This is an optimization exercise on Yosys and OpenROAD, whose aim is small area, a short achievable clock period and few clock cycles, not a production implementation. Function was checked by simulation only, so behaviour that the tests miss may differ from the original. Power is estimated from default activity; no workload was simulated.

## job 3276
==> flow/design.v <==
package ctw_pkg;
	localparam int TIMER_COUNT = 16;
	localparam int TIME_BITS   = 32;
	localparam int EXP_BITS    = 16;   
	localparam int ID_W        = $clog2(TIMER_COUNT);
	typedef enum logic [1:0] {
		OP_SCHED = 2'd0,
		OP_STOP  = 2'd1,
		OP_TICK  = 2'd2,
		OP_NONE  = 2'd3
	} op_t;
	typedef enum logic [1:0] {
		KIND_SCHED      = 2'd0,
		KIND_STOP       = 2'd1,
		KIND_FIRED      = 2'd2,
		KIND_IDLE_TICK  = 2'd3
	} kind_t;
endpackage
module ctw_mem (
	input  logic                                              clk,
	input  logic                                              wr_en,
	input  logic [ctw_pkg::ID_W-1:0]                          wr_addr,
	input  logic [ctw_pkg::EXP_BITS-1:0]                      wr_data,
	output logic [ctw_pkg::TIMER_COUNT*ctw_pkg::EXP_BITS-1:0] rd_all
);
	logic [ctw_pkg::EXP_BITS-1:0] mem [0:ctw_pkg::TIMER_COUNT-1];
	for (genvar i = 0; i < ctw_pkg::TIMER_COUNT; i++) begin : g_ent
		always_ff @(posedge clk) begin
			if (wr_en && (wr_addr == ctw_pkg::ID_W'(i))) begin
				mem[i] <= wr_data;
			end
		end
		assign rd_all[i*ctw_pkg::EXP_BITS +: ctw_pkg::EXP_BITS] = mem[i];
	end
endmodule
module callout_timer_wheel (
	input  logic        clk,
	input  logic        arst_n,
	input  logic        s_axis_tvalid,
	output logic        s_axis_tready,
	input  logic [23:0] s_axis_tdata,   
	input  logic [1:0]  s_axis_tuser,   
	output logic        m_axis_tvalid,
	input  logic        m_axis_tready,
	output logic [39:0] m_axis_tdata,   
	output logic [1:0]  m_axis_tuser,   
	output logic        m_axis_tlast
);
	localparam int N = ctw_pkg::TIMER_COUNT;
	localparam int E = ctw_pkg::EXP_BITS;
	logic        c_valid_q;
	logic [1:0]  c_op_q;
	logic [3:0]  c_id_q;
	logic [15:0] c_dly_q;    
	logic        c1_valid_q;
	logic [1:0]  c1_op_q;
	logic [3:0]  c1_id_q;
	logic [15:0] c1_dly_q;
	logic        ready_q;
	logic [1:0]  in_op;
	logic [3:0]  in_id;
	logic [15:0] in_dly;
	logic [31:0]  time_q;
	logic [N-1:0] pending_q;
	logic [N-1:0] fire_q;      
	logic         busy_q;      
	logic [15:0]  due_t_q;     
	logic [N-1:0] older_q [N];   
	logic         out_valid_q;
	logic [1:0]   out_kind_q;
	logic [3:0]   out_id_q;
	logic         out_pend_q;
	logic [31:0]  out_time_q;
	logic         out_last_q;
	logic         out_free, exec, accept, is_none, wr_sched;
	logic         do_sched, do_stop, do_tick, emit;
	logic [N-1:0] id_dec;
	logic [N*E-1:0] exp_all;
	logic [31:0]  sum, tinc;
	logic [E-1:0] target;
	logic [N-1:0] due;
	logic [N-1:0] oldest, rest;
	logic         more;
	logic [3:0]   oid;
	logic [N-1:0] older [N];   
	assign is_none  = c_op_q == ctw_pkg::OP_NONE;
	assign out_free = !out_valid_q || m_axis_tready;
	assign exec     = c_valid_q && (is_none || (!busy_q && out_free));
	assign s_axis_tready = ready_q;
	assign accept   = s_axis_tvalid && s_axis_tready;
	assign do_sched = exec && (c_op_q == ctw_pkg::OP_SCHED);
	assign do_stop  = exec && (c_op_q == ctw_pkg::OP_STOP);
	assign do_tick  = exec && (c_op_q == ctw_pkg::OP_TICK);
	assign emit     = busy_q && out_free;
	assign wr_sched = c_valid_q && (c_op_q == ctw_pkg::OP_SCHED) && !busy_q;
	always_comb begin
		id_dec = '0;
		id_dec[c_id_q] = 1'b1;
	end
	assign sum  = time_q + {16'd0, c_dly_q};
	assign tinc = time_q + 32'd1;
	assign target = due_t_q;
	ctw_mem u_mem (
		.clk     (clk),
		.wr_en   (wr_sched),
		.wr_addr (c_id_q),
		.wr_data (sum[E-1:0]),
		.rd_all  (exp_all)
	);
	for (genvar i = 0; i < N; i++) begin : g_due
		assign due[i] = exp_all[i*E +: E] == target;
	end
	for (genvar i = 0; i < N; i++) begin : g_old_i
		for (genvar j = 0; j < N; j++) begin : g_old_j
			if (i < j) begin : g_lo
				always_ff @(posedge clk) begin
					if (wr_sched && (id_dec[i] || id_dec[j])) begin
						older_q[i][j] <= id_dec[j];
					end
				end
				assign older[i][j] = older_q[i][j];
			end else if (i > j) begin : g_hi
				assign older[i][j] = !older_q[j][i];
			end else begin : g_eq
				assign older[i][j] = 1'b0;
			end
		end
	end
	for (genvar i = 0; i < N; i++) begin : g_sel
		logic [N-1:0] beat;
		for (genvar j = 0; j < N; j++) begin : g_b
			assign beat[j] = fire_q[j] && older[j][i];
		end
		assign oldest[i] = fire_q[i] && !(|beat);
	end
	assign rest = fire_q & ~oldest;
	always_comb begin
		logic any;
		any  = 1'b0;
		more = 1'b0;
		for (int i = 0; i < N; i++) begin
			more = more | (any & fire_q[i]);
			any  = any | fire_q[i];
		end
	end
	always_comb begin
		oid = 4'd0;
		for (int i = 0; i < N; i++) begin
			if (oldest[i]) oid = oid | 4'(i);
		end
	end
	assign in_op  = s_axis_tuser;
	assign in_id  = s_axis_tdata[3:0];
	assign in_dly = {s_axis_tdata[19:5], s_axis_tdata[4] || (s_axis_tdata[19:5] == 15'd0)};
	always_ff @(posedge clk or negedge arst_n) begin
		if (!arst_n) begin
			c_valid_q  <= 1'b0;
			c1_valid_q <= 1'b0;
			ready_q    <= 1'b1;
		end else begin
			if (exec) begin
				c_valid_q  <= c1_valid_q || accept;
				c1_valid_q <= c1_valid_q && accept;
				ready_q    <= 1'b1;
			end else begin
				c_valid_q  <= c_valid_q || accept;
				c1_valid_q <= c1_valid_q || (c_valid_q && accept);
				ready_q    <= !(c1_valid_q || (c_valid_q && accept));
			end
		end
	end
	always_ff @(posedge clk) begin
		if (exec ? c1_valid_q : !c_valid_q) begin
			if (c1_valid_q) begin
				c_op_q  <= c1_op_q;
				c_id_q  <= c1_id_q;
				c_dly_q <= c1_dly_q;
			end else begin
				c_op_q  <= in_op;
				c_id_q  <= in_id;
				c_dly_q <= in_dly;
			end
		end else if (exec && accept) begin
			c_op_q  <= in_op;
			c_id_q  <= in_id;
			c_dly_q <= in_dly;
		end
		if (accept && c_valid_q && !(exec && !c1_valid_q)) begin
			c1_op_q  <= in_op;
			c1_id_q  <= in_id;
			c1_dly_q <= in_dly;
		end
	end
	always_ff @(posedge clk or negedge arst_n) begin
		if (!arst_n) begin
			time_q    <= '0;
			due_t_q   <= 16'd2;
			pending_q <= '0;
			fire_q    <= '0;
			busy_q    <= 1'b0;
		end else begin
			if (do_sched) begin
				pending_q[c_id_q] <= 1'b1;
				fire_q[c_id_q]    <= c_dly_q == 16'd1;
			end
			if (do_stop) begin
				pending_q[c_id_q] <= 1'b0;
				fire_q[c_id_q]    <= 1'b0;
			end
			if ((do_tick || emit) && !more) begin
				due_t_q <= due_t_q + 16'd1;
			end
			if (do_tick) begin
				time_q    <= tinc;
				pending_q <= pending_q & ~fire_q;
				if (more) begin
					busy_q <= 1'b1;
					fire_q <= rest;
				end else begin
					fire_q <= due & pending_q & ~fire_q;
				end
			end
			if (emit) begin
				if (more) begin
					fire_q <= rest;
				end else begin
					busy_q <= 1'b0;
					fire_q <= due & pending_q;
				end
			end
		end
	end
	always_ff @(posedge clk or negedge arst_n) begin
		if (!arst_n) begin
			out_valid_q <= 1'b0;
		end else if (do_sched || do_stop || do_tick || emit) begin
			out_valid_q <= 1'b1;
		end else if (m_axis_tready) begin
			out_valid_q <= 1'b0;
		end
	end
	always_ff @(posedge clk) begin
		if (do_sched || do_stop) begin
			out_kind_q <= do_sched ? ctw_pkg::KIND_SCHED : ctw_pkg::KIND_STOP;
			out_id_q   <= c_id_q;
			out_pend_q <= pending_q[c_id_q];
			out_time_q <= do_sched ? sum : 32'd0;
			out_last_q <= 1'b1;
		end
		if (do_tick || emit) begin
			out_kind_q <= (fire_q != '0) ? ctw_pkg::KIND_FIRED : ctw_pkg::KIND_IDLE_TICK;
			out_id_q   <= oid;
			out_pend_q <= 1'b0;
			out_last_q <= !more;
		end
		if (do_tick) begin
			out_time_q <= (fire_q != '0) ? tinc : 32'd0;
		end
	end
	assign m_axis_tvalid = out_valid_q;
	assign m_axis_tdata  = {3'b000, out_time_q, out_pend_q, out_id_q};
	assign m_axis_tuser  = out_kind_q;
	assign m_axis_tlast  = out_last_q;
endmodule
Settings: LEC_CHECK=0, ABC_AREA=1, CAP_MARGIN=20, CORE_MARGIN=2, CORE_UTILIZATION=60, SETUP_SLACK_MARGIN=2.5, SLEW_MARGIN=20; clock period 5.0 ns.
run.sh (not shown) runs the stock make flow with config.mk's settings and CLKGATE_MAP_FILE= SYNTH_SCRIPT=/design/flow/synth_recipe.tcl, a recipe that flattens the netlist after the stock synthesis.
Testbench counts of job 3276, summed over its fixed seeds: cycles 3,314.
### job 3276 -> job 2009
-- flow/config.mk --
<<< job 3276, line 11
export CORE_UTILIZATION = 60
export SETUP_SLACK_MARGIN = 2.5
>>> job 2009, line 11
export CORE_UTILIZATION = 40
export SETUP_SLACK_MARGIN = 3.0
Findings:
Per the comparison of job 2009 with job 3276, data-path buffer share of cell area in the final layout grew by 6.8 points; final cell count went up by about 14%; post-route clock period utilization went down 0.86 points; part of the power in registers down 3.3 points.
Looking at cell at the slowest stage of the critical path, the sky130_fd_sc_hd__edfxtp_1 result is from job 2009; the sky130_fd_sc_hd__dfstp_2 one comes from job 3276.
NOTE maximum number of pins on one net before global-route repair job 3276->job 2009 decreased slightly
| sum of internal, switching and leakage power | job 2009 vs job 3276 | worse |
Side by side, wire length per cell after detailed routing turned out higher in job 2009 than in job 3276.
Where first-iteration DRC count is concerned, job 3276 is outperformed by job 2009.
The final reports for job 2009 and job 3276 show routability congestion estimate lower in the former.
From job 3276 to job 2009 the numbers moved as follows: effective utilization at floorplan decreased 20 points, area taken by flip-flops and latches essentially unchanged.
Relative to job 2009, the following input files were edited for job 9174:
-- flow/config.mk --
<<< job 2009, line 12
export SETUP_SLACK_MARGIN = 3.0
>>> job 9174, line 12
export CTS_BUF_LIST = sky130_fd_sc_hd__clkbuf_8
export SETUP_SLACK_MARGIN = 2.25
Notes after the runs:
The clock share of power reported for job 9174 is smaller than that of job 2009 by 2.7 points.
Job 9174 — critical path depth 5 lower, job 2009 as reference
Summary — slew at the pin closest to its max-slew limit, job 9174 relative to job 2009: higher, by 0.18 ns.
Final critical-path share of the clock period: job 9174 and job 2009 compared, lower one is job 2009
From job 2009 to job 9174 the numbers moved as follows: hold slack decreased 0.15 ns, arrival time at the worst endpoint has increased, met3 track demand over resource now sits lower, wire length on met3 has decreased.
Diff job 2009 -> job 9174 | filler cell count | increase of 18%
Comparing job 9174 and job 2009, the higher source-to-sink clock delay at the later pin of the worst-skew pair is on job 9174.
Here is what was changed in the inputs of job 9064 compared with job 9174.
-- flow/config.mk --
<<< job 9174, line 12
export CTS_BUF_LIST = sky130_fd_sc_hd__clkbuf_8
export SETUP_SLACK_MARGIN = 2.25
>>> job 9064, line 12
export SETUP_SLACK_MARGIN = 2.5
Notes after the runs:
- Cmp job 9064 and job 9174 / fraction of power spent switching nets / lower: job 9064
- Diff job 9174..job 9064 | total power after layout | negligible
- Logic depth of the worst setup path including buffers on job 9064 is up relative to job 9174.
- On job 9064: global routing met2 resource utilization is 1.6 points higher than what job 9174 gave.
- Taking job 9174 as the reference, in job 9064 arrival time reported for the critical path endpoint went down 0.25 ns, worst reg2reg path depth went up 6, sequential element share of the synthesized area held.
Input-level comparison between job 4802 and job 9064:
-- flow/config.mk --
<<< job 9064, line 14
>>> job 4802, line 14
export TNS_END_PERCENT = 10
### Flow results
- Changes observed in job 4802 relative to job 9064: core utilization went down 0.27 points; iteration-0 DRC count of the detailed router went down 133.
- For job 4802, the end point of the critical path was m_axis_tdata[4], unlike job 9064, where it was fire_q[7].
- Every stage of the flow completed for job 4802, and the final layout passed the timing, design-rule and antenna checks.
- Comparing job 9064 and job 4802, the lower clock network fraction of total power is on job 9064.
- Job 9064 → job 4802: total clock buffers created by CTS higher, routed wire length shows a reduction of 1500 um.

==> static timing again, ports no longer ideal <==
Ports are ideal in the flow. The routed layouts listed here were re-timed in OpenROAD.
Step 1 assumes that a clkbuf_16 drives the clock port and a buf_2 every other input.
Step 2 adds t to the input delays and takes it off the output delays; t is the mean of the earliest and latest rising clock arrival at the registers after step 1. Input paths then give back, and output paths get back, about the clock's delay inside the block.
a / b / c = no drivers / after step 1 / after step 2; a / b = the first two.
run	t (ns)	slack for setup (ns)	worst register clock-pin slew, ns	worst slew at a driven data input, ns
job 3276	0.690	2.520 / 2.462 / 1.938	0.07 / 0.07	0.04
job 2009	0.697	2.563 / 2.563 / 2.167	0.07 / 0.07	0.03
job 9174	0.755	2.211 / 2.211 / 1.672	0.07 / 0.07	0.04
job 9064	0.690	2.506 / 2.506 / 1.876	0.07 / 0.07	0.04
job 4802	0.681	2.394 / 2.334 / 2.001	0.06 / 0.06	0.04
After both steps setup and hold are still met in every run listed. For job 9064, which loses most, drivers alone change the setup slack by 0.000 ns; drivers and shift together by -0.630 ns.
